From an optimization exercise on the open Yosys and OpenROAD flow, aimed at small area, a short achievable clock period and few clock cycles per item; shortcuts taken in it are not production practice.
No run shown here included a check of the RTL's function; only the layout flow was run.

==> flow/design.v, too long to show whole: its modules and the start of the top module <==
// module pow_stream: 2697 lines
module pow_stream #(
  parameter int DATA_W = 32,
  parameter int EXP_W  = 3,
  parameter int ID_W   = 1
) (
  input  logic              clk,
  input  logic              aresetn,
  input  logic              s_tvalid,
  output logic              s_tready,
  input  logic [DATA_W-1:0] s_tdata,
  input  logic [EXP_W-1:0]  s_texp,
  input  logic [ID_W-1:0]   s_tid,
  input  logic              s_tlast,
  output logic              m_tvalid,
  input  logic              m_tready,
  output logic [DATA_W-1:0] m_tdata,
  output logic [ID_W-1:0]   m_tid,
  output logic              m_tlast,
  output logic              m_tovf
);
  // ...
==> flow/run.sh <==
#!/bin/bash
# synth_recipe.tcl (not shown) runs the flow's synth.tcl, then flattens the netlist and writes it again
# the make line also repeats each setting of config.mk as NAME=value (left out here)
make -C /OpenROAD-flow-scripts/flow DESIGN_CONFIG=/design/flow/config.mk WORK_HOME=/design/flow/orfs CLKGATE_MAP_FILE= SYNTH_SCRIPT=/design/flow/synth_recipe.tcl finish
==> flow/config.mk <==
export PLATFORM = sky130hd
export DESIGN_NAME = pow_stream
export DESIGN_NICKNAME = pow_stream
export VERILOG_FILES = /design/flow/design.v
export SDC_FILE = /design/flow/constraint.sdc
export NUM_CORES = 4
export LEC_CHECK = 0
export CAP_MARGIN = 20
export CORE_MARGIN = 2
export CORE_UTILIZATION = 40
export SETUP_SLACK_MARGIN = 3.0
export SLEW_MARGIN = 20
export TNS_END_PERCENT = 0
==> flow/constraint.sdc <==
create_clock -name core_clock -period 7.6 [get_ports {clk}]
set_input_delay 1.5200 -clock core_clock [delete_from_list [all_inputs] [get_ports {clk}]]
set_output_delay 1.5200 -clock core_clock [all_outputs]
set_load 0.01 [all_outputs]
==> run notes, run 1 <==
DRC=0; Final Non-Filler Cells=3348; commonest non-fill, non-tap cell in the layout=nand2_1; TritonCTS Buffers=35; GR peak layer=met2; final worst-path cycle share=61.3%; Async SR Flop Fraction=2.64%; invs w/o clock=174; most frequent cells in the layout=nand2_1, a221o_1, fa_1, o221ai_1, dfxtp_1; status=timing/DRC/antenna clean; register area share after synthesis=28.3%; crit path setup slack, layout=between 2 and 3 ns; Max-cap violations=0; clk_skew=0.0228 ns; Reg clk slew, reported paths=0.06 ns; Mapped Cells=~2600; Placed Area=25100 µm²; CP Launch Point=a_enc[0]$_DFF_P_; Hold WC Path Type=reg -> reg; Hold Slack=0.326 ns; CTS Hold Bufs=0; multi-input logic area=around 16000 µm²; Reg area=6980 µm²; met2 Use GR=between 40 and 50%; GRT Total Usage=28.7%; worst slew pin tran=1.13 ns; post-synthesis cell type count=91; met3 GRT Util=4.91%; CORE AREA=59200 µm²; Hold Path Cell Cnt=0; Setup CP Type=reg -> reg; hold endpoint=c_id$_DFF_P_
==> run 2: changes to the inputs <==
--- a/flow/design.v
+++ b/flow/design.v
@@ -37,16 +37,17 @@
   logic [DATA_W-1:0] a_x;       
   logic [1:0]        a_ops;     
   logic [2:0]        a_sel;     
   logic [1:0]        a_tk;
   logic [ID_W-1:0]   a_id;
   logic              a_last;
   logic              c_v;
   logic [DATA_W-1:0] c_s0, c_s1;  
+  logic [1:0]        c_t;         
   logic [DATA_W-1:0] c_x;
   logic [1:0]        c_ops;
   logic [2:0]        c_sel;
   logic [1:0]        c_tk;
   logic [ID_W-1:0]   c_id;
   logic              c_last;
   logic              h_v;
   logic [DATA_W-1:0] h_data;
@@ -55,16 +56,17 @@
   logic              h_last;
   logic              o_v;
   logic [DATA_W-1:0] o_data;
   logic [ID_W-1:0]   o_id;
   logic              o_last;
   logic [1:0]        t_in, t_out;
   logic [ND-1:0]     mm_one, mm_two, mm_neg;
   logic [DATA_W-1:0] mm_a, mm_r0, mm_r1, mm_s0, mm_s1, mm_y;
+  logic [1:0]        mm_t, mm_st;   
   logic mm_n0;
   logic mm_n1;
   logic mm_n2;
   logic mm_n3;
   logic mm_n4;
   logic mm_n5;
   logic mm_n6;
   logic mm_n7;
@@ -1317,17 +1319,16 @@
   logic mm_n1254;
   logic mm_n1255;
   logic mm_n1256;
   logic mm_n1257;
   logic mm_n1258;
   logic mm_n1259;
   logic mm_n1260;
   logic mm_n1261;
-  logic mm_n1262;
   assign mm_n0 = mm_one[0] & ~mm_neg[0];
   assign mm_n1 = mm_one[0] & mm_neg[0];
   assign mm_n2 = mm_two[0] & ~mm_neg[0];
   assign mm_n3 = mm_two[0] & mm_neg[0];
   assign mm_n4 = (mm_a[0] & mm_n0) | (~mm_a[0] & mm_n1) | (1'b0 & mm_n2) | (~1'b0 & mm_n3);
   assign mm_n5 = (mm_a[1] & mm_n0) | (~mm_a[1] & mm_n1) | (mm_a[0] & mm_n2) | (~mm_a[0] & mm_n3);
   assign mm_n6 = (mm_a[2] & mm_n0) | (~mm_a[2] & mm_n1) | (mm_a[1] & mm_n2) | (~mm_a[1] & mm_n3);
   assign mm_n7 = (mm_a[3] & mm_n0) | (~mm_a[3] & mm_n1) | (mm_a[2] & mm_n2) | (~mm_a[2] & mm_n3);
@@ -2324,84 +2325,85 @@
   assign mm_n998 = mm_n995 ^ mm_n955;
   assign mm_n999 = mm_n958 ^ mm_n996;
   assign mm_n1000 = mm_n997 ^ mm_n961;
   assign mm_n1001 = mm_n998 ^ mm_n999;
   assign mm_n1002 = mm_n1000 ^ mm_n964;
   assign mm_n1003 = mm_n1001 ^ mm_n967;
   assign mm_n1004 = mm_n1002 ^ mm_n1003;
   assign mm_n1005 = mm_n970 ^ mm_n1004;
-  assign mm_n1006 = mm_n973 ^ mm_n1005;
-  assign mm_n1007 = mm_n1006 ^ mm_n976;
-  assign mm_r0 = {mm_n1007, mm_n937, mm_n896, mm_n893, mm_n817, mm_n779, mm_n744, mm_n709, mm_n677, mm_n645, mm_n616, mm_n587, mm_n561, mm_n535, mm_n512, mm_n489, mm_n469, mm_n449, mm_n446, mm_n415, mm_n401, mm_n387, mm_n384, mm_n365, mm_n357, mm_n354, mm_n344, mm_n341, mm_n337, mm_n6, mm_n5, mm_neg[0]};
-  assign mm_r1 = {mm_n979, mm_n978, mm_n936, mm_n895, mm_n854, mm_n816, mm_n778, mm_n743, mm_n708, mm_n676, mm_n644, mm_n615, mm_n586, mm_n560, mm_n534, mm_n511, mm_n488, mm_n468, mm_n448, mm_n431, mm_n414, mm_n400, mm_n386, mm_n375, mm_n364, mm_n356, mm_n348, mm_n343, mm_n338, mm_n336, 1'b0, mm_n4};
-  assign mm_n1008 = mm_s0[0] & mm_s1[0];
-  assign mm_n1009 = mm_s0[1] & mm_s1[1];
-  assign mm_n1010 = mm_s0[2] & mm_s1[2];
-  assign mm_n1011 = mm_s0[3] & mm_s1[3];
-  assign mm_n1012 = mm_s0[4] & mm_s1[4];
-  assign mm_n1013 = mm_s0[5] & mm_s1[5];
-  assign mm_n1014 = mm_s0[6] & mm_s1[6];
-  assign mm_n1015 = mm_s0[7] & mm_s1[7];
-  assign mm_n1016 = mm_s0[8] & mm_s1[8];
-  assign mm_n1017 = mm_s0[9] & mm_s1[9];
-  assign mm_n1018 = mm_s0[10] & mm_s1[10];
-  assign mm_n1019 = mm_s0[11] & mm_s1[11];
-  assign mm_n1020 = mm_s0[12] & mm_s1[12];
-  assign mm_n1021 = mm_s0[13] & mm_s1[13];
-  assign mm_n1022 = mm_s0[14] & mm_s1[14];
-  assign mm_n1023 = mm_s0[15] & mm_s1[15];
-  assign mm_n1024 = mm_s0[16] & mm_s1[16];
-  assign mm_n1025 = mm_s0[17] & mm_s1[17];
-  assign mm_n1026 = mm_s0[18] & mm_s1[18];
-  assign mm_n1027 = mm_s0[19] & mm_s1[19];
-  assign mm_n1028 = mm_s0[20] & mm_s1[20];
-  assign mm_n1029 = mm_s0[21] & mm_s1[21];
-  assign mm_n1030 = mm_s0[22] & mm_s1[22];
-  assign mm_n1031 = mm_s0[23] & mm_s1[23];
-  assign mm_n1032 = mm_s0[24] & mm_s1[24];
-  assign mm_n1033 = mm_s0[25] & mm_s1[25];
-  assign mm_n1034 = mm_s0[26] & mm_s1[26];
-  assign mm_n1035 = mm_s0[27] & mm_s1[27];
-  assign mm_n1036 = mm_s0[28] & mm_s1[28];
-  assign mm_n1037 = mm_s0[29] & mm_s1[29];
-  assign mm_n1038 = mm_s0[30] & mm_s1[30];
-  assign mm_n1039 = mm_s0[31] & mm_s1[31];
-  assign mm_n1040 = mm_s0[0] ^ mm_s1[0];
-  assign mm_n1041 = mm_s0[1] ^ mm_s1[1];
-  assign mm_n1042 = mm_s0[2] ^ mm_s1[2];
-  assign mm_n1043 = mm_s0[3] ^ mm_s1[3];
-  assign mm_n1044 = mm_s0[4] ^ mm_s1[4];
-  assign mm_n1045 = mm_s0[5] ^ mm_s1[5];
-  assign mm_n1046 = mm_s0[6] ^ mm_s1[6];
-  assign mm_n1047 = mm_s0[7] ^ mm_s1[7];
-  assign mm_n1048 = mm_s0[8] ^ mm_s1[8];
-  assign mm_n1049 = mm_s0[9] ^ mm_s1[9];
-  assign mm_n1050 = mm_s0[10] ^ mm_s1[10];
-  assign mm_n1051 = mm_s0[11] ^ mm_s1[11];
-  assign mm_n1052 = mm_s0[12] ^ mm_s1[12];
-  assign mm_n1053 = mm_s0[13] ^ mm_s1[13];
-  assign mm_n1054 = mm_s0[14] ^ mm_s1[14];
-  assign mm_n1055 = mm_s0[15] ^ mm_s1[15];
-  assign mm_n1056 = mm_s0[16] ^ mm_s1[16];
-  assign mm_n1057 = mm_s0[17] ^ mm_s1[17];
-  assign mm_n1058 = mm_s0[18] ^ mm_s1[18];
-  assign mm_n1059 = mm_s0[19] ^ mm_s1[19];
-  assign mm_n1060 = mm_s0[20] ^ mm_s1[20];
-  assign mm_n1061 = mm_s0[21] ^ mm_s1[21];
-  assign mm_n1062 = mm_s0[22] ^ mm_s1[22];
-  assign mm_n1063 = mm_s0[23] ^ mm_s1[23];
-  assign mm_n1064 = mm_s0[24] ^ mm_s1[24];
-  assign mm_n1065 = mm_s0[25] ^ mm_s1[25];
-  assign mm_n1066 = mm_s0[26] ^ mm_s1[26];
-  assign mm_n1067 = mm_s0[27] ^ mm_s1[27];
-  assign mm_n1068 = mm_s0[28] ^ mm_s1[28];
-  assign mm_n1069 = mm_s0[29] ^ mm_s1[29];
-  assign mm_n1070 = mm_s0[30] ^ mm_s1[30];
-  assign mm_n1071 = mm_s0[31] ^ mm_s1[31];
+  assign mm_t = {mm_n976, mm_n979};
+  assign mm_r0 = {mm_n973, mm_n937, mm_n896, mm_n893, mm_n817, mm_n779, mm_n744, mm_n709, mm_n677, mm_n645, mm_n616, mm_n587, mm_n561, mm_n535, mm_n512, mm_n489, mm_n469, mm_n449, mm_n446, mm_n415, mm_n401, mm_n387, mm_n384, mm_n365, mm_n357, mm_n354, mm_n344, mm_n341, mm_n337, mm_n6, mm_n5, mm_neg[0]};
+  assign mm_r1 = {mm_n1005, mm_n978, mm_n936, mm_n895, mm_n854, mm_n816, mm_n778, mm_n743, mm_n708, mm_n676, mm_n644, mm_n615, mm_n586, mm_n560, mm_n534, mm_n511, mm_n488, mm_n468, mm_n448, mm_n431, mm_n414, mm_n400, mm_n386, mm_n375, mm_n364, mm_n356, mm_n348, mm_n343, mm_n338, mm_n336, 1'b0, mm_n4};
+  assign mm_n1006 = mm_s0[0] & mm_s1[0];
+  assign mm_n1007 = mm_s0[1] & mm_s1[1];
+  assign mm_n1008 = mm_s0[2] & mm_s1[2];
+  assign mm_n1009 = mm_s0[3] & mm_s1[3];
+  assign mm_n1010 = mm_s0[4] & mm_s1[4];
+  assign mm_n1011 = mm_s0[5] & mm_s1[5];
+  assign mm_n1012 = mm_s0[6] & mm_s1[6];
+  assign mm_n1013 = mm_s0[7] & mm_s1[7];
+  assign mm_n1014 = mm_s0[8] & mm_s1[8];
+  assign mm_n1015 = mm_s0[9] & mm_s1[9];
+  assign mm_n1016 = mm_s0[10] & mm_s1[10];
+  assign mm_n1017 = mm_s0[11] & mm_s1[11];
+  assign mm_n1018 = mm_s0[12] & mm_s1[12];
+  assign mm_n1019 = mm_s0[13] & mm_s1[13];
+  assign mm_n1020 = mm_s0[14] & mm_s1[14];
+  assign mm_n1021 = mm_s0[15] & mm_s1[15];
+  assign mm_n1022 = mm_s0[16] & mm_s1[16];
+  assign mm_n1023 = mm_s0[17] & mm_s1[17];
+  assign mm_n1024 = mm_s0[18] & mm_s1[18];
+  assign mm_n1025 = mm_s0[19] & mm_s1[19];
+  assign mm_n1026 = mm_s0[20] & mm_s1[20];
+  assign mm_n1027 = mm_s0[21] & mm_s1[21];
+  assign mm_n1028 = mm_s0[22] & mm_s1[22];
+  assign mm_n1029 = mm_s0[23] & mm_s1[23];
+  assign mm_n1030 = mm_s0[24] & mm_s1[24];
+  assign mm_n1031 = mm_s0[25] & mm_s1[25];
+  assign mm_n1032 = mm_s0[26] & mm_s1[26];
+  assign mm_n1033 = mm_s0[27] & mm_s1[27];
+  assign mm_n1034 = mm_s0[28] & mm_s1[28];
+  assign mm_n1035 = mm_s0[29] & mm_s1[29];
+  assign mm_n1036 = mm_s0[30] & mm_s1[30];
+  assign mm_n1037 = mm_s0[31] & mm_s1[31];
+  assign mm_n1038 = mm_s0[0] ^ mm_s1[0];
+  assign mm_n1039 = mm_s0[1] ^ mm_s1[1];
+  assign mm_n1040 = mm_s0[2] ^ mm_s1[2];
+  assign mm_n1041 = mm_s0[3] ^ mm_s1[3];
+  assign mm_n1042 = mm_s0[4] ^ mm_s1[4];
+  assign mm_n1043 = mm_s0[5] ^ mm_s1[5];
+  assign mm_n1044 = mm_s0[6] ^ mm_s1[6];
+  assign mm_n1045 = mm_s0[7] ^ mm_s1[7];
+  assign mm_n1046 = mm_s0[8] ^ mm_s1[8];
+  assign mm_n1047 = mm_s0[9] ^ mm_s1[9];
+  assign mm_n1048 = mm_s0[10] ^ mm_s1[10];
+  assign mm_n1049 = mm_s0[11] ^ mm_s1[11];
+  assign mm_n1050 = mm_s0[12] ^ mm_s1[12];
+  assign mm_n1051 = mm_s0[13] ^ mm_s1[13];
+  assign mm_n1052 = mm_s0[14] ^ mm_s1[14];
+  assign mm_n1053 = mm_s0[15] ^ mm_s1[15];
+  assign mm_n1054 = mm_s0[16] ^ mm_s1[16];
+  assign mm_n1055 = mm_s0[17] ^ mm_s1[17];
+  assign mm_n1056 = mm_s0[18] ^ mm_s1[18];
+  assign mm_n1057 = mm_s0[19] ^ mm_s1[19];
+  assign mm_n1058 = mm_s0[20] ^ mm_s1[20];
+  assign mm_n1059 = mm_s0[21] ^ mm_s1[21];
+  assign mm_n1060 = mm_s0[22] ^ mm_s1[22];
+  assign mm_n1061 = mm_s0[23] ^ mm_s1[23];
+  assign mm_n1062 = mm_s0[24] ^ mm_s1[24];
+  assign mm_n1063 = mm_s0[25] ^ mm_s1[25];
+  assign mm_n1064 = mm_s0[26] ^ mm_s1[26];
+  assign mm_n1065 = mm_s0[27] ^ mm_s1[27];
+  assign mm_n1066 = mm_s0[28] ^ mm_s1[28];
+  assign mm_n1067 = mm_s0[29] ^ mm_s1[29];
+  assign mm_n1068 = mm_s0[30] ^ mm_s1[30];
+  assign mm_n1069 = mm_s0[31] ^ mm_s1[31];
+  assign mm_n1070 = mm_n1007 | (mm_n1039 & mm_n1006);
+  assign mm_n1071 = mm_n1039 & mm_n1038;
   assign mm_n1072 = mm_n1009 | (mm_n1041 & mm_n1008);
   assign mm_n1073 = mm_n1041 & mm_n1040;
   assign mm_n1074 = mm_n1011 | (mm_n1043 & mm_n1010);
   assign mm_n1075 = mm_n1043 & mm_n1042;
   assign mm_n1076 = mm_n1013 | (mm_n1045 & mm_n1012);
   assign mm_n1077 = mm_n1045 & mm_n1044;
   assign mm_n1078 = mm_n1015 | (mm_n1047 & mm_n1014);
   assign mm_n1079 = mm_n1047 & mm_n1046;
@@ -2422,188 +2424,188 @@
   assign mm_n1094 = mm_n1031 | (mm_n1063 & mm_n1030);
   assign mm_n1095 = mm_n1063 & mm_n1062;
   assign mm_n1096 = mm_n1033 | (mm_n1065 & mm_n1032);
   assign mm_n1097 = mm_n1065 & mm_n1064;
   assign mm_n1098 = mm_n1035 | (mm_n1067 & mm_n1034);
   assign mm_n1099 = mm_n1067 & mm_n1066;
   assign mm_n1100 = mm_n1037 | (mm_n1069 & mm_n1036);
   assign mm_n1101 = mm_n1069 & mm_n1068;
-  assign mm_n1102 = mm_n1039 | (mm_n1071 & mm_n1038);
-  assign mm_n1103 = mm_n1071 & mm_n1070;
-  assign mm_n1104 = mm_n1010 | (mm_n1042 & mm_n1072);
-  assign mm_n1105 = mm_n1042 & mm_n1073;
-  assign mm_n1106 = mm_n1074 | (mm_n1075 & mm_n1072);
-  assign mm_n1107 = mm_n1075 & mm_n1073;
-  assign mm_n1108 = mm_n1014 | (mm_n1046 & mm_n1076);
-  assign mm_n1109 = mm_n1046 & mm_n1077;
-  assign mm_n1110 = mm_n1078 | (mm_n1079 & mm_n1076);
-  assign mm_n1111 = mm_n1079 & mm_n1077;
-  assign mm_n1112 = mm_n1018 | (mm_n1050 & mm_n1080);
-  assign mm_n1113 = mm_n1050 & mm_n1081;
-  assign mm_n1114 = mm_n1082 | (mm_n1083 & mm_n1080);
-  assign mm_n1115 = mm_n1083 & mm_n1081;
-  assign mm_n1116 = mm_n1022 | (mm_n1054 & mm_n1084);
-  assign mm_n1117 = mm_n1054 & mm_n1085;
-  assign mm_n1118 = mm_n1086 | (mm_n1087 & mm_n1084);
-  assign mm_n1119 = mm_n1087 & mm_n1085;
-  assign mm_n1120 = mm_n1026 | (mm_n1058 & mm_n1088);
-  assign mm_n1121 = mm_n1058 & mm_n1089;
-  assign mm_n1122 = mm_n1090 | (mm_n1091 & mm_n1088);
-  assign mm_n1123 = mm_n1091 & mm_n1089;
-  assign mm_n1124 = mm_n1030 | (mm_n1062 & mm_n1092);
-  assign mm_n1125 = mm_n1062 & mm_n1093;
-  assign mm_n1126 = mm_n1094 | (mm_n1095 & mm_n1092);
-  assign mm_n1127 = mm_n1095 & mm_n1093;
-  assign mm_n1128 = mm_n1034 | (mm_n1066 & mm_n1096);
-  assign mm_n1129 = mm_n1066 & mm_n1097;
-  assign mm_n1130 = mm_n1098 | (mm_n1099 & mm_n1096);
-  assign mm_n1131 = mm_n1099 & mm_n1097;
-  assign mm_n1132 = mm_n1038 | (mm_n1070 & mm_n1100);
-  assign mm_n1133 = mm_n1070 & mm_n1101;
-  assign mm_n1134 = mm_n1102 | (mm_n1103 & mm_n1100);
-  assign mm_n1135 = mm_n1103 & mm_n1101;
-  assign mm_n1136 = mm_n1012 | (mm_n1044 & mm_n1106);
-  assign mm_n1137 = mm_n1044 & mm_n1107;
-  assign mm_n1138 = mm_n1076 | (mm_n1077 & mm_n1106);
-  assign mm_n1139 = mm_n1077 & mm_n1107;
-  assign mm_n1140 = mm_n1108 | (mm_n1109 & mm_n1106);
-  assign mm_n1141 = mm_n1109 & mm_n1107;
-  assign mm_n1142 = mm_n1110 | (mm_n1111 & mm_n1106);
-  assign mm_n1143 = mm_n1111 & mm_n1107;
-  assign mm_n1144 = mm_n1020 | (mm_n1052 & mm_n1114);
-  assign mm_n1145 = mm_n1052 & mm_n1115;
-  assign mm_n1146 = mm_n1084 | (mm_n1085 & mm_n1114);
-  assign mm_n1147 = mm_n1085 & mm_n1115;
-  assign mm_n1148 = mm_n1116 | (mm_n1117 & mm_n1114);
-  assign mm_n1149 = mm_n1117 & mm_n1115;
-  assign mm_n1150 = mm_n1118 | (mm_n1119 & mm_n1114);
-  assign mm_n1151 = mm_n1119 & mm_n1115;
-  assign mm_n1152 = mm_n1028 | (mm_n1060 & mm_n1122);
-  assign mm_n1153 = mm_n1060 & mm_n1123;
-  assign mm_n1154 = mm_n1092 | (mm_n1093 & mm_n1122);
-  assign mm_n1155 = mm_n1093 & mm_n1123;
-  assign mm_n1156 = mm_n1124 | (mm_n1125 & mm_n1122);
-  assign mm_n1157 = mm_n1125 & mm_n1123;
-  assign mm_n1158 = mm_n1126 | (mm_n1127 & mm_n1122);
-  assign mm_n1159 = mm_n1127 & mm_n1123;
-  assign mm_n1160 = mm_n1036 | (mm_n1068 & mm_n1130);
-  assign mm_n1161 = mm_n1068 & mm_n1131;
-  assign mm_n1162 = mm_n1100 | (mm_n1101 & mm_n1130);
-  assign mm_n1163 = mm_n1101 & mm_n1131;
-  assign mm_n1164 = mm_n1132 | (mm_n1133 & mm_n1130);
-  assign mm_n1165 = mm_n1133 & mm_n1131;
-  assign mm_n1166 = mm_n1134 | (mm_n1135 & mm_n1130);
-  assign mm_n1167 = mm_n1135 & mm_n1131;
-  assign mm_n1168 = mm_n1016 | (mm_n1048 & mm_n1142);
-  assign mm_n1169 = mm_n1048 & mm_n1143;
-  assign mm_n1170 = mm_n1080 | (mm_n1081 & mm_n1142);
-  assign mm_n1171 = mm_n1081 & mm_n1143;
-  assign mm_n1172 = mm_n1112 | (mm_n1113 & mm_n1142);
-  assign mm_n1173 = mm_n1113 & mm_n1143;
-  assign mm_n1174 = mm_n1114 | (mm_n1115 & mm_n1142);
-  assign mm_n1175 = mm_n1115 & mm_n1143;
-  assign mm_n1176 = mm_n1144 | (mm_n1145 & mm_n1142);
-  assign mm_n1177 = mm_n1145 & mm_n1143;
-  assign mm_n1178 = mm_n1146 | (mm_n1147 & mm_n1142);
-  assign mm_n1179 = mm_n1147 & mm_n1143;
-  assign mm_n1180 = mm_n1148 | (mm_n1149 & mm_n1142);
-  assign mm_n1181 = mm_n1149 & mm_n1143;
-  assign mm_n1182 = mm_n1150 | (mm_n1151 & mm_n1142);
-  assign mm_n1183 = mm_n1151 & mm_n1143;
-  assign mm_n1184 = mm_n1032 | (mm_n1064 & mm_n1158);
-  assign mm_n1185 = mm_n1064 & mm_n1159;
-  assign mm_n1186 = mm_n1096 | (mm_n1097 & mm_n1158);
-  assign mm_n1187 = mm_n1097 & mm_n1159;
-  assign mm_n1188 = mm_n1128 | (mm_n1129 & mm_n1158);
-  assign mm_n1189 = mm_n1129 & mm_n1159;
-  assign mm_n1190 = mm_n1130 | (mm_n1131 & mm_n1158);
-  assign mm_n1191 = mm_n1131 & mm_n1159;
-  assign mm_n1192 = mm_n1160 | (mm_n1161 & mm_n1158);
-  assign mm_n1193 = mm_n1161 & mm_n1159;
-  assign mm_n1194 = mm_n1162 | (mm_n1163 & mm_n1158);
-  assign mm_n1195 = mm_n1163 & mm_n1159;
-  assign mm_n1196 = mm_n1164 | (mm_n1165 & mm_n1158);
-  assign mm_n1197 = mm_n1165 & mm_n1159;
-  assign mm_n1198 = mm_n1166 | (mm_n1167 & mm_n1158);
-  assign mm_n1199 = mm_n1167 & mm_n1159;
-  assign mm_n1200 = mm_n1024 | (mm_n1056 & mm_n1182);
-  assign mm_n1201 = mm_n1056 & mm_n1183;
-  assign mm_n1202 = mm_n1088 | (mm_n1089 & mm_n1182);
-  assign mm_n1203 = mm_n1089 & mm_n1183;
-  assign mm_n1204 = mm_n1120 | (mm_n1121 & mm_n1182);
-  assign mm_n1205 = mm_n1121 & mm_n1183;
-  assign mm_n1206 = mm_n1122 | (mm_n1123 & mm_n1182);
-  assign mm_n1207 = mm_n1123 & mm_n1183;
-  assign mm_n1208 = mm_n1152 | (mm_n1153 & mm_n1182);
-  assign mm_n1209 = mm_n1153 & mm_n1183;
-  assign mm_n1210 = mm_n1154 | (mm_n1155 & mm_n1182);
-  assign mm_n1211 = mm_n1155 & mm_n1183;
-  assign mm_n1212 = mm_n1156 | (mm_n1157 & mm_n1182);
-  assign mm_n1213 = mm_n1157 & mm_n1183;
-  assign mm_n1214 = mm_n1158 | (mm_n1159 & mm_n1182);
-  assign mm_n1215 = mm_n1159 & mm_n1183;
-  assign mm_n1216 = mm_n1184 | (mm_n1185 & mm_n1182);
-  assign mm_n1217 = mm_n1185 & mm_n1183;
-  assign mm_n1218 = mm_n1186 | (mm_n1187 & mm_n1182);
-  assign mm_n1219 = mm_n1187 & mm_n1183;
-  assign mm_n1220 = mm_n1188 | (mm_n1189 & mm_n1182);
-  assign mm_n1221 = mm_n1189 & mm_n1183;
-  assign mm_n1222 = mm_n1190 | (mm_n1191 & mm_n1182);
-  assign mm_n1223 = mm_n1191 & mm_n1183;
-  assign mm_n1224 = mm_n1192 | (mm_n1193 & mm_n1182);
-  assign mm_n1225 = mm_n1193 & mm_n1183;
-  assign mm_n1226 = mm_n1194 | (mm_n1195 & mm_n1182);
-  assign mm_n1227 = mm_n1195 & mm_n1183;
-  assign mm_n1228 = mm_n1196 | (mm_n1197 & mm_n1182);
-  assign mm_n1229 = mm_n1197 & mm_n1183;
-  assign mm_n1230 = mm_n1198 | (mm_n1199 & mm_n1182);
-  assign mm_n1231 = mm_n1199 & mm_n1183;
-  assign mm_n1232 = mm_n1041 ^ mm_n1008;
-  assign mm_n1233 = mm_n1042 ^ mm_n1072;
-  assign mm_n1234 = mm_n1043 ^ mm_n1104;
-  assign mm_n1235 = mm_n1044 ^ mm_n1106;
-  assign mm_n1236 = mm_n1045 ^ mm_n1136;
-  assign mm_n1237 = mm_n1046 ^ mm_n1138;
-  assign mm_n1238 = mm_n1047 ^ mm_n1140;
-  assign mm_n1239 = mm_n1048 ^ mm_n1142;
-  assign mm_n1240 = mm_n1049 ^ mm_n1168;
-  assign mm_n1241 = mm_n1050 ^ mm_n1170;
-  assign mm_n1242 = mm_n1051 ^ mm_n1172;
-  assign mm_n1243 = mm_n1052 ^ mm_n1174;
-  assign mm_n1244 = mm_n1053 ^ mm_n1176;
-  assign mm_n1245 = mm_n1054 ^ mm_n1178;
-  assign mm_n1246 = mm_n1055 ^ mm_n1180;
-  assign mm_n1247 = mm_n1056 ^ mm_n1182;
-  assign mm_n1248 = mm_n1057 ^ mm_n1200;
-  assign mm_n1249 = mm_n1058 ^ mm_n1202;
-  assign mm_n1250 = mm_n1059 ^ mm_n1204;
-  assign mm_n1251 = mm_n1060 ^ mm_n1206;
-  assign mm_n1252 = mm_n1061 ^ mm_n1208;
-  assign mm_n1253 = mm_n1062 ^ mm_n1210;
-  assign mm_n1254 = mm_n1063 ^ mm_n1212;
-  assign mm_n1255 = mm_n1064 ^ mm_n1214;
-  assign mm_n1256 = mm_n1065 ^ mm_n1216;
-  assign mm_n1257 = mm_n1066 ^ mm_n1218;
-  assign mm_n1258 = mm_n1067 ^ mm_n1220;
-  assign mm_n1259 = mm_n1068 ^ mm_n1222;
-  assign mm_n1260 = mm_n1069 ^ mm_n1224;
-  assign mm_n1261 = mm_n1070 ^ mm_n1226;
-  assign mm_n1262 = mm_n1071 ^ mm_n1228;
-  assign mm_y = {mm_n1262, mm_n1261, mm_n1260, mm_n1259, mm_n1258, mm_n1257, mm_n1256, mm_n1255, mm_n1254, mm_n1253, mm_n1252, mm_n1251, mm_n1250, mm_n1249, mm_n1248, mm_n1247, mm_n1246, mm_n1245, mm_n1244, mm_n1243, mm_n1242, mm_n1241, mm_n1240, mm_n1239, mm_n1238, mm_n1237, mm_n1236, mm_n1235, mm_n1234, mm_n1233, mm_n1232, mm_n1040};
+  assign mm_n1102 = mm_n1008 | (mm_n1040 & mm_n1070);
+  assign mm_n1103 = mm_n1040 & mm_n1071;
+  assign mm_n1104 = mm_n1072 | (mm_n1073 & mm_n1070);
+  assign mm_n1105 = mm_n1073 & mm_n1071;
+  assign mm_n1106 = mm_n1012 | (mm_n1044 & mm_n1074);
+  assign mm_n1107 = mm_n1044 & mm_n1075;
+  assign mm_n1108 = mm_n1076 | (mm_n1077 & mm_n1074);
+  assign mm_n1109 = mm_n1077 & mm_n1075;
+  assign mm_n1110 = mm_n1016 | (mm_n1048 & mm_n1078);
+  assign mm_n1111 = mm_n1048 & mm_n1079;
+  assign mm_n1112 = mm_n1080 | (mm_n1081 & mm_n1078);
+  assign mm_n1113 = mm_n1081 & mm_n1079;
+  assign mm_n1114 = mm_n1020 | (mm_n1052 & mm_n1082);
+  assign mm_n1115 = mm_n1052 & mm_n1083;
+  assign mm_n1116 = mm_n1084 | (mm_n1085 & mm_n1082);
+  assign mm_n1117 = mm_n1085 & mm_n1083;
+  assign mm_n1118 = mm_n1024 | (mm_n1056 & mm_n1086);
+  assign mm_n1119 = mm_n1056 & mm_n1087;
+  assign mm_n1120 = mm_n1088 | (mm_n1089 & mm_n1086);
+  assign mm_n1121 = mm_n1089 & mm_n1087;
+  assign mm_n1122 = mm_n1028 | (mm_n1060 & mm_n1090);
+  assign mm_n1123 = mm_n1060 & mm_n1091;
+  assign mm_n1124 = mm_n1092 | (mm_n1093 & mm_n1090);
+  assign mm_n1125 = mm_n1093 & mm_n1091;
+  assign mm_n1126 = mm_n1032 | (mm_n1064 & mm_n1094);
+  assign mm_n1127 = mm_n1064 & mm_n1095;
+  assign mm_n1128 = mm_n1096 | (mm_n1097 & mm_n1094);
+  assign mm_n1129 = mm_n1097 & mm_n1095;
+  assign mm_n1130 = mm_n1036 | (mm_n1068 & mm_n1098);
+  assign mm_n1131 = mm_n1068 & mm_n1099;
+  assign mm_n1132 = mm_n1100 | (mm_n1101 & mm_n1098);
+  assign mm_n1133 = mm_n1101 & mm_n1099;
+  assign mm_n1134 = mm_n1010 | (mm_n1042 & mm_n1104);
+  assign mm_n1135 = mm_n1042 & mm_n1105;
+  assign mm_n1136 = mm_n1074 | (mm_n1075 & mm_n1104);
+  assign mm_n1137 = mm_n1075 & mm_n1105;
+  assign mm_n1138 = mm_n1106 | (mm_n1107 & mm_n1104);
+  assign mm_n1139 = mm_n1107 & mm_n1105;
+  assign mm_n1140 = mm_n1108 | (mm_n1109 & mm_n1104);
+  assign mm_n1141 = mm_n1109 & mm_n1105;
+  assign mm_n1142 = mm_n1018 | (mm_n1050 & mm_n1112);
+  assign mm_n1143 = mm_n1050 & mm_n1113;
+  assign mm_n1144 = mm_n1082 | (mm_n1083 & mm_n1112);
+  assign mm_n1145 = mm_n1083 & mm_n1113;
+  assign mm_n1146 = mm_n1114 | (mm_n1115 & mm_n1112);
+  assign mm_n1147 = mm_n1115 & mm_n1113;
+  assign mm_n1148 = mm_n1116 | (mm_n1117 & mm_n1112);
+  assign mm_n1149 = mm_n1117 & mm_n1113;
+  assign mm_n1150 = mm_n1026 | (mm_n1058 & mm_n1120);
+  assign mm_n1151 = mm_n1058 & mm_n1121;
+  assign mm_n1152 = mm_n1090 | (mm_n1091 & mm_n1120);
+  assign mm_n1153 = mm_n1091 & mm_n1121;
+  assign mm_n1154 = mm_n1122 | (mm_n1123 & mm_n1120);
+  assign mm_n1155 = mm_n1123 & mm_n1121;
+  assign mm_n1156 = mm_n1124 | (mm_n1125 & mm_n1120);
+  assign mm_n1157 = mm_n1125 & mm_n1121;
+  assign mm_n1158 = mm_n1034 | (mm_n1066 & mm_n1128);
+  assign mm_n1159 = mm_n1066 & mm_n1129;
+  assign mm_n1160 = mm_n1098 | (mm_n1099 & mm_n1128);
+  assign mm_n1161 = mm_n1099 & mm_n1129;
+  assign mm_n1162 = mm_n1130 | (mm_n1131 & mm_n1128);
+  assign mm_n1163 = mm_n1131 & mm_n1129;
+  assign mm_n1164 = mm_n1132 | (mm_n1133 & mm_n1128);
+  assign mm_n1165 = mm_n1133 & mm_n1129;
+  assign mm_n1166 = mm_n1014 | (mm_n1046 & mm_n1140);
+  assign mm_n1167 = mm_n1046 & mm_n1141;
+  assign mm_n1168 = mm_n1078 | (mm_n1079 & mm_n1140);
+  assign mm_n1169 = mm_n1079 & mm_n1141;
+  assign mm_n1170 = mm_n1110 | (mm_n1111 & mm_n1140);
+  assign mm_n1171 = mm_n1111 & mm_n1141;
+  assign mm_n1172 = mm_n1112 | (mm_n1113 & mm_n1140);
+  assign mm_n1173 = mm_n1113 & mm_n1141;
+  assign mm_n1174 = mm_n1142 | (mm_n1143 & mm_n1140);
+  assign mm_n1175 = mm_n1143 & mm_n1141;
+  assign mm_n1176 = mm_n1144 | (mm_n1145 & mm_n1140);
+  assign mm_n1177 = mm_n1145 & mm_n1141;
+  assign mm_n1178 = mm_n1146 | (mm_n1147 & mm_n1140);
+  assign mm_n1179 = mm_n1147 & mm_n1141;
+  assign mm_n1180 = mm_n1148 | (mm_n1149 & mm_n1140);
+  assign mm_n1181 = mm_n1149 & mm_n1141;
+  assign mm_n1182 = mm_n1030 | (mm_n1062 & mm_n1156);
+  assign mm_n1183 = mm_n1062 & mm_n1157;
+  assign mm_n1184 = mm_n1094 | (mm_n1095 & mm_n1156);
+  assign mm_n1185 = mm_n1095 & mm_n1157;
+  assign mm_n1186 = mm_n1126 | (mm_n1127 & mm_n1156);
+  assign mm_n1187 = mm_n1127 & mm_n1157;
+  assign mm_n1188 = mm_n1128 | (mm_n1129 & mm_n1156);
+  assign mm_n1189 = mm_n1129 & mm_n1157;
+  assign mm_n1190 = mm_n1158 | (mm_n1159 & mm_n1156);
+  assign mm_n1191 = mm_n1159 & mm_n1157;
+  assign mm_n1192 = mm_n1160 | (mm_n1161 & mm_n1156);
+  assign mm_n1193 = mm_n1161 & mm_n1157;
+  assign mm_n1194 = mm_n1162 | (mm_n1163 & mm_n1156);
+  assign mm_n1195 = mm_n1163 & mm_n1157;
+  assign mm_n1196 = mm_n1164 | (mm_n1165 & mm_n1156);
+  assign mm_n1197 = mm_n1165 & mm_n1157;
+  assign mm_n1198 = mm_n1022 | (mm_n1054 & mm_n1180);
+  assign mm_n1199 = mm_n1054 & mm_n1181;
+  assign mm_n1200 = mm_n1086 | (mm_n1087 & mm_n1180);
+  assign mm_n1201 = mm_n1087 & mm_n1181;
+  assign mm_n1202 = mm_n1118 | (mm_n1119 & mm_n1180);
+  assign mm_n1203 = mm_n1119 & mm_n1181;
+  assign mm_n1204 = mm_n1120 | (mm_n1121 & mm_n1180);
+  assign mm_n1205 = mm_n1121 & mm_n1181;
+  assign mm_n1206 = mm_n1150 | (mm_n1151 & mm_n1180);
+  assign mm_n1207 = mm_n1151 & mm_n1181;
+  assign mm_n1208 = mm_n1152 | (mm_n1153 & mm_n1180);
+  assign mm_n1209 = mm_n1153 & mm_n1181;
+  assign mm_n1210 = mm_n1154 | (mm_n1155 & mm_n1180);
+  assign mm_n1211 = mm_n1155 & mm_n1181;
+  assign mm_n1212 = mm_n1156 | (mm_n1157 & mm_n1180);
+  assign mm_n1213 = mm_n1157 & mm_n1181;
+  assign mm_n1214 = mm_n1182 | (mm_n1183 & mm_n1180);
+  assign mm_n1215 = mm_n1183 & mm_n1181;
+  assign mm_n1216 = mm_n1184 | (mm_n1185 & mm_n1180);
+  assign mm_n1217 = mm_n1185 & mm_n1181;
+  assign mm_n1218 = mm_n1186 | (mm_n1187 & mm_n1180);
+  assign mm_n1219 = mm_n1187 & mm_n1181;
+  assign mm_n1220 = mm_n1188 | (mm_n1189 & mm_n1180);
+  assign mm_n1221 = mm_n1189 & mm_n1181;
+  assign mm_n1222 = mm_n1190 | (mm_n1191 & mm_n1180);
+  assign mm_n1223 = mm_n1191 & mm_n1181;
+  assign mm_n1224 = mm_n1192 | (mm_n1193 & mm_n1180);
+  assign mm_n1225 = mm_n1193 & mm_n1181;
+  assign mm_n1226 = mm_n1194 | (mm_n1195 & mm_n1180);
+  assign mm_n1227 = mm_n1195 & mm_n1181;
+  assign mm_n1228 = mm_n1196 | (mm_n1197 & mm_n1180);
+  assign mm_n1229 = mm_n1197 & mm_n1181;
+  assign mm_n1230 = mm_n1039 ^ mm_n1006;
+  assign mm_n1231 = mm_n1040 ^ mm_n1070;
+  assign mm_n1232 = mm_n1041 ^ mm_n1102;
+  assign mm_n1233 = mm_n1042 ^ mm_n1104;
+  assign mm_n1234 = mm_n1043 ^ mm_n1134;
+  assign mm_n1235 = mm_n1044 ^ mm_n1136;
+  assign mm_n1236 = mm_n1045 ^ mm_n1138;
+  assign mm_n1237 = mm_n1046 ^ mm_n1140;
+  assign mm_n1238 = mm_n1047 ^ mm_n1166;
+  assign mm_n1239 = mm_n1048 ^ mm_n1168;
+  assign mm_n1240 = mm_n1049 ^ mm_n1170;
+  assign mm_n1241 = mm_n1050 ^ mm_n1172;
+  assign mm_n1242 = mm_n1051 ^ mm_n1174;
+  assign mm_n1243 = mm_n1052 ^ mm_n1176;
+  assign mm_n1244 = mm_n1053 ^ mm_n1178;
+  assign mm_n1245 = mm_n1054 ^ mm_n1180;
+  assign mm_n1246 = mm_n1055 ^ mm_n1198;
+  assign mm_n1247 = mm_n1056 ^ mm_n1200;
+  assign mm_n1248 = mm_n1057 ^ mm_n1202;
+  assign mm_n1249 = mm_n1058 ^ mm_n1204;
+  assign mm_n1250 = mm_n1059 ^ mm_n1206;
+  assign mm_n1251 = mm_n1060 ^ mm_n1208;
+  assign mm_n1252 = mm_n1061 ^ mm_n1210;
+  assign mm_n1253 = mm_n1062 ^ mm_n1212;
+  assign mm_n1254 = mm_n1063 ^ mm_n1214;
+  assign mm_n1255 = mm_n1064 ^ mm_n1216;
+  assign mm_n1256 = mm_n1065 ^ mm_n1218;
+  assign mm_n1257 = mm_n1066 ^ mm_n1220;
+  assign mm_n1258 = mm_n1067 ^ mm_n1222;
+  assign mm_n1259 = mm_n1068 ^ mm_n1224;
+  assign mm_n1260 = mm_n1069 ^ mm_n1226;
+  assign mm_n1261 = mm_n1260 ^ (^mm_st);
+  assign mm_y = {mm_n1261, mm_n1259, mm_n1258, mm_n1257, mm_n1256, mm_n1255, mm_n1254, mm_n1253, mm_n1252, mm_n1251, mm_n1250, mm_n1249, mm_n1248, mm_n1247, mm_n1246, mm_n1245, mm_n1244, mm_n1243, mm_n1242, mm_n1241, mm_n1240, mm_n1239, mm_n1238, mm_n1237, mm_n1236, mm_n1235, mm_n1234, mm_n1233, mm_n1232, mm_n1231, mm_n1230, mm_n1038};
   logic              w_o_free, w_fin, w_c_to_o, w_h_to_o, w_c_to_h, w_c_nop, w_take;
   logic [DATA_W-1:0] w_prod;
   logic [1:0]        w_ops;
   logic [2:0]        w_sel;
   assign mm_one = a_enc[ND-1:0];
   assign mm_two = a_enc[2*ND-1:ND];
   assign mm_neg = a_enc[3*ND-1:2*ND];
   assign mm_a   = a_mc;
   assign mm_s0  = c_s0;
   assign mm_s1  = c_s1;
+  assign mm_st  = c_t;
   assign w_prod = mm_y;
   assign w_o_free = ~o_v | m_tready;
   assign w_fin    = c_v & (c_ops == 2'd0);
   assign w_h_to_o = h_v & (h_tk == t_out) & w_o_free;
   assign w_c_to_o = w_fin & (c_tk == t_out) & w_o_free;
   assign w_c_to_h = w_fin & ~w_c_to_o & ~h_v;
   assign w_c_nop  = w_fin & ~w_c_to_o & ~w_c_to_h;
   assign s_tready = aresetn & (~c_v | (w_fin & (~h_v | w_c_to_o)));
@@ -2635,16 +2637,17 @@
       else if (w_h_to_o) h_v <= 1'b0;
       if (w_c_to_o || w_h_to_o) o_v <= 1'b1;
       else if (m_tready)        o_v <= 1'b0;
     end
   end
   always_ff @(posedge clk) begin
     c_s0   <= mm_r0;
     c_s1   <= mm_r1;
+    c_t    <= mm_t;
     c_x    <= a_x;
     c_ops  <= a_ops;
     c_sel  <= a_sel;
     c_tk   <= a_tk;
     c_id   <= a_id;
     c_last <= a_last;
     if (c_v && !w_fin) begin
       a_enc  <= booth_enc(w_prod);
==> run 2 against run 1 <==
Against the previous run: first-iteration DRC count down 22%; sequential share of layout area up 1.1 points; critical path type unchanged; core utilization down 2.5 points; still clean.
==> run notes, run 2 <==
endpoints failing setup=0; vias in the first global route=20500; TritonCTS Buffers=36 (+2.9%); Die Span Y=248 µm; GRT Total Usage=27.5% (-1.1 points); synth top area cells=dfxtp_1, fa_1, a221o_1; Hold Path Cell Cnt=0 (unchanged); CTS Hold Bufs=0 (unchanged); Worst slew margin=28.6%; Post-synth EDFFs=70; routed wire length=85000 µm; CTS Sinks=305; Skew-Pair Late Insertion Delay=~0.56 ns; max FFs per register=48; multi-input logic area=15300 µm² (-1.9%); port bufs=76; Slew Viols, Final=0; FF-to-FF path depth=11; Max-cap violations=0 (unchanged); commonest non-fill, non-tap cell in the layout=nand2_1; register area share after synthesis=28.7% (+0.42 points); Final Non-Filler Cells=3268 (-2.4%); post-synthesis cell type count=85 (-6.6%); row cnt=89; Place WS=between 2 and 2.5 ns; final worst-path cycle share=60.5% (-0.84 points); cell area after synthesis=23900 µm²; CTS tree=yes; number of fill cells=5604; routed vias=between 20000 and 25000; die footprint=roughly 62000 µm²; HPWL after DPL=58200 µm; H-tree depth=2; final hold vios=0; top-count cell post-synth=nand2_1; Hold WC Path Type=reg -> reg; clk_skew=0.0304 ns (+0.00757 ns); Vias/cell=roughly 6.5; Initial Util=roughly two fifths; Critical Path RT=8.02 ns; # IOs=78; f_max=218 MHz; Top reg by flops=a_enc; Arr. time, crit path=about 5.0 ns; dominant synthesized flop cell=dfxtp_1; syn nets=2891; deepest clock path buffer count=3; DRC=0 (unchanged); Critical Path Fanout Max=16; Async SR Flop Fraction=2.62% (-0.017 points); Reg clk slew, reported paths=0.06 ns (about the same); Placed Cells=roughly 3200; clk root buf=clkbuf_16; worst slew pin tran=1.07 ns (-0.0632 ns); most frequent cells in the layout=nand2_1, a221o_1, dfxtp_1, fa_1, o221ai_1; TNS Setup=0 ns; Mapped Cells=2560 (unchanged); Wirelength per Cell=around 26 µm; Tmin final=4.60 ns; share of layout cells above drive strength 1=12.0%; CORE AREA=59000 µm² (-0.38%); diode count=0; DRT iter0 DRCs=2639; total gr overflow=0; initial antenna violation count=0; Reg area=6890 µm² (-1.2%); Synth top cells by count=nand2_1, clkbuf_1, dfxtp_1; Synth area leader=dfxtp_1; Pre-antenna DRT Iters=8; pin count of the biggest net entering global routing=71; Routed Antenna Nets=0; post-synthesis area per instance=between 9 and 10 µm²; crit end category=register; Yosys top cell area share=around a fifth; status=timing/DRC/antenna clean; crit path setup slack, layout=3.00 ns (+0.0635 ns); gp weighted congestion=0.931; RSZ-0062 raised after global routing=yes; crit start category=register; Synth Register Bits=305; number of synthesis warnings=1; Setup CP Type=reg -> reg; area grow syn2layout=11.4%; nets=2798; first-pass GRT wire length=between 100000 and 150000 µm; Die W=248 µm
## run 2: area by class of cell
class | instances | area share [%]
multi-input combinational | 1783 | 57.5
sequential | 305 | 25.9
timing repair buffer | 170 | 5.83
clock buffer | 48 | 3.75
tap | 773 | 3.64
inverter | 166 | 2.52
clock inverter | 18 | 0.664
timing repair inverter | 5 | 0.113
## run 2: critical path, cell delays in order (launching register included)
cell	delay [ns]
dfxtp_1	0.32
buf_4	0.27
clkinvlp_4	0.31
o221ai_1	0.39
nand2_1	0.17
fa_1	0.44
fa_1	0.55
fa_1	0.57
inv_1	0.05
fa_1	0.49
fa_1	0.44
fa_1	0.45
## run 2: kinds of logic after synthesis
logic type,Yosys count,share of synthesized area (%)
buffers and inverters,472,7.48
DFF,305,28.7
AOI/OAI and AO/OA,825,27.8
and+or+nand+nor,568,10.1
adders and majority gates,290,21.5
other,1,0.0157
muxes,39,1.82
xor gates and xnor gates,60,2.63
## run 2: final timing paths
check	start	slack [ns]	endpoint
setup reg to reg	a_enc[24]$_DFF_P_	3.00	c_s1[30]$_DFF_P_
hold reg to reg	a_id$_DFF_P_	0.32	c_id$_DFF_P_
min in group asynchronous	aresetn	1.29	t_in[0]$_DFFE_PN0P_
hold / removal	a_id$_DFF_P_	0.32	c_id$_DFF_P_
max in group asynchronous	aresetn	6.01	c_v$_DFF_PN0_
setup / recovery	a_enc[24]$_DFF_P_	3.00	c_s1[30]$_DFF_P_
## run 2: per-stage QoR
step           utilization, %  hold WS [ns]  cell area, µm²
3_3_place_gp             42.3         0.311           25000
2_1_floorplan               -         0.310           23900
4_1_cts                  44.6         0.323           26300
6_report                 45.0         0.317           26600
3_5_place_dp             42.3         0.312           25000
5_1_grt                  45.0         0.328           26600
## run 2: layer usage
layer,wire [µm],GRT usage (%)
met1,34100,36.3
met2,38900,44.0
met3,7630,4.55
met4,4410,13.3
met5,0,0
## run 2: timing repair
action | 4_1_cts | 5_1_grt
hold endpoints to repair | 0 | 0
resized for setup | 28 | 35
setup buffers | 5 | 18
pin swaps | 2 | 1
endpoints found under the setup margin | 28 | 21
cloned | 5 | 1
==> run 3: changes to the inputs <==
--- a/flow/config.mk
+++ b/flow/config.mk
@@ -10,3 +10,3 @@
 export CORE_UTILIZATION = 40
-export SETUP_SLACK_MARGIN = 3.0
+export SETUP_SLACK_MARGIN = 3.5
 export SLEW_MARGIN = 20
==> run 3 against run 2 <==
Against the previous run: synthesized cell count is the same; largest cell class unchanged; critical endpoint unchanged; worst hold slack improved by 0.0067 ns; clock skew decreased by 0.010 ns; global-route usage up 0.25 points; final cell count grew 3.3%; still clean on timing, DRC and antenna; area after synthesis unchanged; routed wire length increased by 4.0%.
==> run notes, run 3 <==
number of fill cells=5432 (-3.1%); CTS tree=yes; Arr. time, crit path=4.60 ns (-0.41 ns); most frequent cells in the layout=nand2_1, a221o_1, o221ai_1, fa_1, dfxtp_1; hold endpoint=c_x[26]$_DFF_P_; Tmin final=4.16 ns (-0.435 ns); worst slew pin tran=1.07 ns (-0.00622 ns); Worst slew margin=29.0% (+0.41 points); CORE AREA=59000 µm² (unchanged); Post-synth EDFFs=70 (unchanged); Pre-antenna DRT Iters=8 (unchanged); Synth area leader=dfxtp_1; HPWL after DPL=57500 µm (-1.3%); routed vias=21800 (+2.2%); nets=2905 (+3.8%); Die W=248 µm (unchanged); top-count cell post-synth=nand2_1; Skew-Pair Late Insertion Delay=0.57 ns (about the same); row cnt=89 (unchanged); gp weighted congestion=0.888 (-4.6%); Async SR Flop Fraction=2.62% (unchanged); Setup CP Type=reg -> reg; Max-cap violations=0 (unchanged); TritonCTS Buffers=36 (unchanged); Vias/cell=6.45 (-1.0%); Reg clk slew, reported paths=0.06 ns (about the same); deepest clock path buffer count=3 (unchanged); clk_skew=0.0200 ns (-0.0104 ns); Final Non-Filler Cells=3375 (+3.3%); status=timing/DRC/antenna clean; FF-to-FF path depth=12 (+1); adder-cell area share of the yosys netlist=21.5% (unchanged); total gr overflow=0 (unchanged); final hold vios=0 (unchanged); crit end category=register; crit start category=register; pin count of the biggest net entering global routing=71 (unchanged); dominant synthesized flop cell=dfxtp_1; syn nets=2891 (unchanged); Hold WC Path Type=reg -> reg; Reg2Reg Launch Point=a_enc[8]$_DFF_P_; Wirelength per Cell=26.2 µm (+0.73%); Slew Viols, Final=0 (unchanged); crit path setup slack, layout=3.44 ns (+0.435 ns); Placed Cells=3163 (-0.32%); DRC=0 (unchanged); diode count=0 (unchanged); max FFs per register=48 (unchanged); Reg2Reg Setup Slack=3.44 ns (+0.43 ns); vias in the first global route=20400 (-0.63%); Post-Synth XOR/XNOR Area=2.63% (unchanged); Mapped Cells=2560 (unchanged); synth top area cells=dfxtp_1, fa_1, a221o_1; DRT iter0 DRCs=2793 (+5.8%); area fraction in compound gates after synthesis=27.8% (unchanged); GRT Total Usage=27.8% (+0.25 points); Synth Register Bits=305 (unchanged); RSZ-0062 raised after global routing=yes; endpoints failing setup=0 (unchanged); post-synthesis area per instance=9.32 µm² (unchanged); first-pass GRT wire length=129000 µm (+0.47%); Critical Path Fanout Max=6 (-10); Yosys top cell area share=19.0% (unchanged); commonest non-fill, non-tap cell in the layout=nand2_1; die footprint=61600 µm² (unchanged); CTS Hold Bufs=0 (unchanged); Initial Util=40.4% (unchanged); final worst-path cycle share=54.8% (-5.7 points); clk root buf=clkbuf_16; TNS Setup=0 ns (unchanged); critical register-to-register path endpoint=c_s1[30]$_DFF_P_; Routed Antenna Nets=0 (unchanged); post-synthesis cell type count=85 (unchanged); min-delay src=a_x[26]$_DFF_P_; port bufs=76 (unchanged); number of synthesis warnings=1 (unchanged); initial antenna violation count=0 (unchanged); H-tree depth=2 (unchanged); share of layout cells above drive strength 1=18.8% (+6.8 points); CTS Sinks=305 (unchanged); largest family of logic cells by synthesized area=compound AO/OA/AOI/OAI gates; Critical Path RT=8.04 ns (+0.02 ns); simple-gate area share of the yosys netlist=10.1% (unchanged); # IOs=78 (unchanged); multiplexer share of the synthesized area=1.82% (unchanged); Top reg by flops=a_enc; Die Span Y=248 µm (unchanged); routed wire length=88400 µm (+4.0%); Hold Path Cell Cnt=0 (unchanged); f_max=240 MHz (+10%); area grow syn2layout=18.6%; Synth top cells by count=nand2_1, clkbuf_1, dfxtp_1; Place WS=2.21 ns (-0.00831 ns); register area share after synthesis=28.7% (unchanged); cell area after synthesis=23900 µm² (unchanged)
## run 3: changes by cell type in the layout (fill, tap and decap cells not counted), moves of 10 or more
cell	before	now
fa_1	199	176
fa_2	1	24
inv_1	147	132
buf_8	0	12
clkinvlp_4	13	26
buf_6	7	17
dfxtp_4	5	40
buf_4	83	135
dfxtp_1	202	174
buf_12	3	17
## run 3: cell families (layout without fill, tap and decap cells)
logic type / count (synthesis) / after routing
and+or+nand+nor: 568 / 568
AOI/OAI and AO/OA: 825 / 825
muxes: 39 / 39
adders and majority gates: 290 / 290
xor gates and xnor gates: 60 / 60
DFF: 305 / 305
other: 1 / 1
buffers and inverters: 472 / 514
## run 3: worst max-delay path by stage
stage,start,endpoint,slack (ns)
floorplan,a_enc[3]$_DFF_P_,c_s1[28]$_DFF_P_,3.49
global placement,m_tready,s_tready,2.26
detailed placement,m_tready,s_tready,2.21
CTS,a_mc[7]$_DFF_P_,c_s1[28]$_DFF_P_,3.35
global route,a_enc[0]$_DFF_P_,c_s1[30]$_DFF_P_,3.33
finish,a_enc[8]$_DFF_P_,c_s1[30]$_DFF_P_,3.44
## run 3: layout make-up
class                           instances  area [µm²]  area share [%]
Inverter                              166         731            2.58
Clock buffer                           50        1020            3.62
Multi-Input combinational cell       1783       15400            54.6
Clock inverter                         16         149           0.526
Sequential cell                       305        7010            24.8
Timing Repair inverter                  9        57.6           0.203
Tap cell                              773         967            3.42
Timing Repair Buffer                  273        2920            10.3
## run 3: timing repair
item,4_1_cts,5_1_grt
pin swaps,4,20
resized for setup,134,137
setup buffers,49,74
setup endpoints to repair,39,26
cloned,14,8
## run 3: per-layer routing
| metal | part of all wire [%] | global-route usage (%) |
|---|---|---|
| met5 | 0 | 0 |
| met4 | 5.6 | 13.6 |
| met3 | 9.5 | 4.30 |
| met2 | 45 | 44.0 |
| met1 | 40 | 37.0 |
## run 3: critical path: stages, from the launching register on
cell        delay (ns)
dfxtp_4           0.36
buf_12            0.13
clkinvlp_4        0.15
buf_6             0.15
o221ai_4          0.16
nand2_2           0.09
fa_2              0.40
fa_2              0.52
fa_1              0.54
inv_2             0.04
fa_1              0.48
fa_1              0.58
fa_1              0.41
## run 3: stage by stage
| step | hold WS (ns) | utilization, % | instance area (µm²) |
|---|---|---|---|
| finish | 0.324 | 47.9 | 28300 |
| global route | 0.332 | 47.9 | 28300 |
| CTS | 0.318 | 45.8 | 27000 |
| detailed placement | 0.312 | 42.2 | 24900 |
| global placement | 0.311 | 42.2 | 24900 |
| floorplan | 0.310 | - | 23900 |

## separate check: timing with driven ports
The flow's constraints put no driver on any port. The routed layouts listed below were extracted and timed again, unchanged, in two steps.
Step 1: set_driving_cell puts a clkbuf_16 on clk and a buf_2 on each other input, an assumption about the parent block.
Step 2 also shifts input and output timing later by t, the mid clock arrival at the registers, as if the neighbouring blocks saw the same clock.
Three values: ideal ports, drivers, drivers and shift; two values: the first two.
| run | t, ns | setup WS [ns] | hold slack, ns | slew at the worst register clock pin (ns) | cell pins on the clock port's net |
|---|---|---|---|---|---|
| run 1 | 0.613 | 2.940 / 2.936 / 2.936 | 0.326 / 0.326 / 0.326 | 0.07 / 0.07 | 1 |
| run 2 | 0.599 | 3.003 / 3.003 / 3.003 | 0.317 / 0.317 / 0.317 | 0.08 / 0.08 | 1 |
| run 3 | 0.620 | 3.438 / 3.438 / 3.100 | 0.324 / 0.324 / 0.324 | 0.07 / 0.07 | 1 |
After both steps every run listed still meets setup and hold. The setup slack of run 3, which loses most, moves by 0.000 ns with the drivers and by -0.338 ns with both steps.
